Source: an optimization exercise on an open RTL-to-GDS flow (aim: small area, a short achievable clock period and few clock cycles). Production flows keep margins and buffers that such runs may drop.
In this exercise RTL edits were held to simulation tests only and were not proved equivalent to the original.
Power is estimated from default activity; no workload was simulated.

==> flow/design.v (excerpt) <==
module dcacheTop #(
	parameter int setBits = 3
) (
	input  logic        CLK,
	input  logic        nRST,
	input  logic        memRead,
	input  logic        memWrite,
	input  logic [31:0] memAddr,
	input  logic [31:0] memStore,
	input  logic        halt,
	output logic        hit,
	output logic [31:0] memLoad,
	output logic        flushed,
	output logic        ramRead,
	output logic        ramWrite,
	output logic [31:0] ramAddr,
	output logic [31:0] ramStore,
	input  logic [31:0] ramLoad,
	input  logic        ramWait
);
Settings: LEC_CHECK=0, CAP_MARGIN=20, CORE_MARGIN=2, CORE_UTILIZATION=65, CTS_BUF_LIST=sky130_fd_sc_hd__clkbuf_8, CTS_CLUSTER_DIAMETER=60, CTS_CLUSTER_SIZE=14, PLACE_DENSITY=0.8, SETUP_SLACK_MARGIN=5.0, SLEW_MARGIN=20, TNS_END_PERCENT=0; clock period 8.0 ns.
standard.sh (not shown) runs the stock make flow with config.mk's settings and CLKGATE_MAP_FILE= SYNTH_SCRIPT=/design/flow/synth_recipe.tcl, a recipe that flattens the netlist after the stock synthesis.
==> flow/flow/run.sh <==
#!/bin/bash
# Standard layout, with two changes: timing repair may resize cells
# across footprints, and the port buffers start as buf_2 cells.
set -euo pipefail
bash standard.sh MATCH_CELL_FOOTPRINT=0 \
	"BUFFER_PORTS_ARGS=-buffer_cell sky130_fd_sc_hd__buf_2" \
	finish > flow_make.log 2>&1
The baseline went through all stages and came out clean.
Testbench counts at the start, summed over its fixed seeds: cycles 36,210.
Rerun with:
--- a/flow/design.v
+++ b/flow/design.v
@@ -14,20 +14,21 @@
 	input  logic        tagWay,
 	output logic [31:0] rd0,
 	output logic [31:0] rd1,
 	output logic [31-3-setBits:0] rdTag,
 	input  logic        dataWe,
 	input  logic        dataWay,
 	input  logic        dataWord,
 	input  logic [31:0] dataIn,
 	input  logic        fillDone,
 	input  logic        fillDirty,
+	input  logic [31-3-setBits:0] fillTag,
 	input  logic        fillWay,
 	input  logic        setDirty,
 	input  logic        clearDirty,
 	input  logic [setBits:0] clearFrame,
 	input  logic        touch,
 	input  logic        touchWay
 );
 	localparam int idxLo   = 3;
 	localparam int tagLo   = idxLo + setBits;
 	localparam int tagBits = 32 - tagLo;
@@ -82,21 +83,21 @@
 			if (touch) begin
 				lru[reqIdx] <= touchWay;
 			end
 		end
 	end
 	always_ff @(posedge CLK) begin
 		if (dataWe) begin
 			data[{dataWay, reqIdx, dataWord}] <= dataIn;
 		end
 		if (fillDone) begin
-			tags[{fillWay, reqIdx}] <= reqTag;
+			tags[{fillWay, reqIdx}] <= fillTag;
 		end
 	end
 endmodule
 `timescale 1ns/1ps
 module cacheController #(
 	parameter int setBits = 3
 ) (
 	input  logic        CLK,
 	input  logic        nRST,
 	input  logic        memRead,
@@ -122,20 +123,21 @@
 	output logic        tagWay,
 	input  logic [31:0] rd0,
 	input  logic [31:0] rd1,
 	input  logic [31-3-setBits:0] rdTag,
 	output logic        dataWe,
 	output logic        dataWay,
 	output logic        dataWord,
 	output logic [31:0] dataIn,
 	output logic        fillDone,
 	output logic        fillDirty,
+	output logic [31-3-setBits:0] fillTag,
 	output logic        fillWay,
 	output logic        setDirty,
 	output logic        clearDirty,
 	output logic [setBits:0] clearFrame,
 	output logic        touch,
 	output logic        touchWay
 );
 	localparam int idxLo = 3;
 	localparam int sets  = 1 << setBits;
 	localparam int tagLo = idxLo + setBits;
@@ -237,20 +239,21 @@
 	assign loadAddr = loadTag || nextWrite || (readQ && advance);
 	assign nextTag  = (flushMode || (idle && victimDirty)) ? rdTag : memAddr[31:tagLo];
 	assign nextWordBit = flushMode ? (writeQ && !secondQ)
 		: (memAddr[2] ^ (readQ || (writeQ && !secondQ)));
 	assign dataWe   = (readQ && advance) || (hitQ && memWrite);
 	assign dataWay  = selQ;
 	assign dataWord = hitQ ? memAddr[2] : addrQ[2];
 	assign dataIn   = (hitQ || (!secondQ && memWrite)) ? memStore : ramLoad;
 	assign fillDone = lastRead;
 	assign fillDirty = memWrite;
+	assign fillTag   = addrQ[31:tagLo];
 	assign fillWay  = selQ;
 	assign setDirty = hitQ && memWrite;
 	assign touch    = hitQ || lastRead;
 	assign touchWay = selQ;
 	assign clearDirty = flushMode && writeQ && secondQ && advance;
 	assign clearFrame = flushFrame;
 	always_ff @(posedge CLK, negedge nRST) begin
 		if (!nRST) begin
 			hitQ      <= 1'b0;
 			finalQ    <= 1'b0;
@@ -345,20 +348,21 @@
 	logic                              tagWay;
 	logic [31:0]                       rd0;
 	logic [31:0]                       rd1;
 	logic [31-3-setBits:0]             rdTag;
 	logic                              dataWe;
 	logic                              dataWay;
 	logic                              dataWord;
 	logic [31:0]                       dataIn;
 	logic                              fillDone;
 	logic                              fillDirty;
+	logic [31-3-setBits:0]             fillTag;
 	logic                              fillWay;
 	logic                              setDirty;
 	logic                              clearDirty;
 	logic [setBits:0]                  clearFrame;
 	logic                              touch;
 	logic                              touchWay;
 	frameStore #(.setBits(setBits)) frameStore_i (
 		.CLK         (CLK),
 		.nRST        (nRST),
 		.memAddr     (memAddr),
@@ -371,20 +375,21 @@
 		.tagWay      (tagWay),
 		.rd0         (rd0),
 		.rd1         (rd1),
 		.rdTag       (rdTag),
 		.dataWe      (dataWe),
 		.dataWay     (dataWay),
 		.dataWord    (dataWord),
 		.dataIn      (dataIn),
 		.fillDone    (fillDone),
 		.fillDirty   (fillDirty),
+		.fillTag     (fillTag),
 		.fillWay     (fillWay),
 		.setDirty    (setDirty),
 		.clearDirty  (clearDirty),
 		.clearFrame  (clearFrame),
 		.touch       (touch),
 		.touchWay    (touchWay)
 	);
 	cacheController #(.setBits(setBits)) cacheController_i (
 		.CLK         (CLK),
 		.nRST        (nRST),
@@ -411,18 +416,19 @@
 		.tagWay      (tagWay),
 		.rd0         (rd0),
 		.rd1         (rd1),
 		.rdTag       (rdTag),
 		.dataWe      (dataWe),
 		.dataWay     (dataWay),
 		.dataWord    (dataWord),
 		.dataIn      (dataIn),
 		.fillDone    (fillDone),
 		.fillDirty   (fillDirty),
+		.fillTag     (fillTag),
 		.fillWay     (fillWay),
 		.setDirty    (setDirty),
 		.clearDirty  (clearDirty),
 		.clearFrame  (clearFrame),
 		.touch       (touch),
 		.touchWay    (touchWay)
 	);
 endmodule
Synthesized area is unchanged.
Combinational power stays flat.
Utilization is about the same.
Worst setup slack degrades by 0.10 ns.
Design area hardly moves.
Sequential share of layout area hardly moves.
Total power rises by a few percent.
Cell count stays flat.
Testbench counts after the change, summed over its fixed seeds: cycles 36,210.

==> port drivers added, routing unchanged <==
The results above use ideal ports. As a check the final layouts listed here were re-extracted and re-timed, cells and wires unchanged. Step 1 assumes that a clkbuf_16 drives the clock port and a buf_2 every other input. Step 2, shift: input delay + t, output delay - t, t = (earliest + latest rising clock arrival at the registers) / 2. This alone moves slack from input paths to output paths. Slacks: ideal ports / drivers / drivers and shift; pairs: ideal ports / drivers.
run | t, ns | slack for setup (ns) | worst register clock-pin slew, ns | cell pins on the clock port's net
the first run | 0.954 | 4.352 / 4.289 / 3.427 | 0.10 / 0.10 | 1
the second run | 0.943 | 4.251 / 4.273 / 3.342 | 0.10 / 0.10 | 1
After both steps setup and hold are still met in every run listed. The setup slack of the first run, which loses most, moves by -0.063 ns with the drivers and by -0.925 ns with both steps.
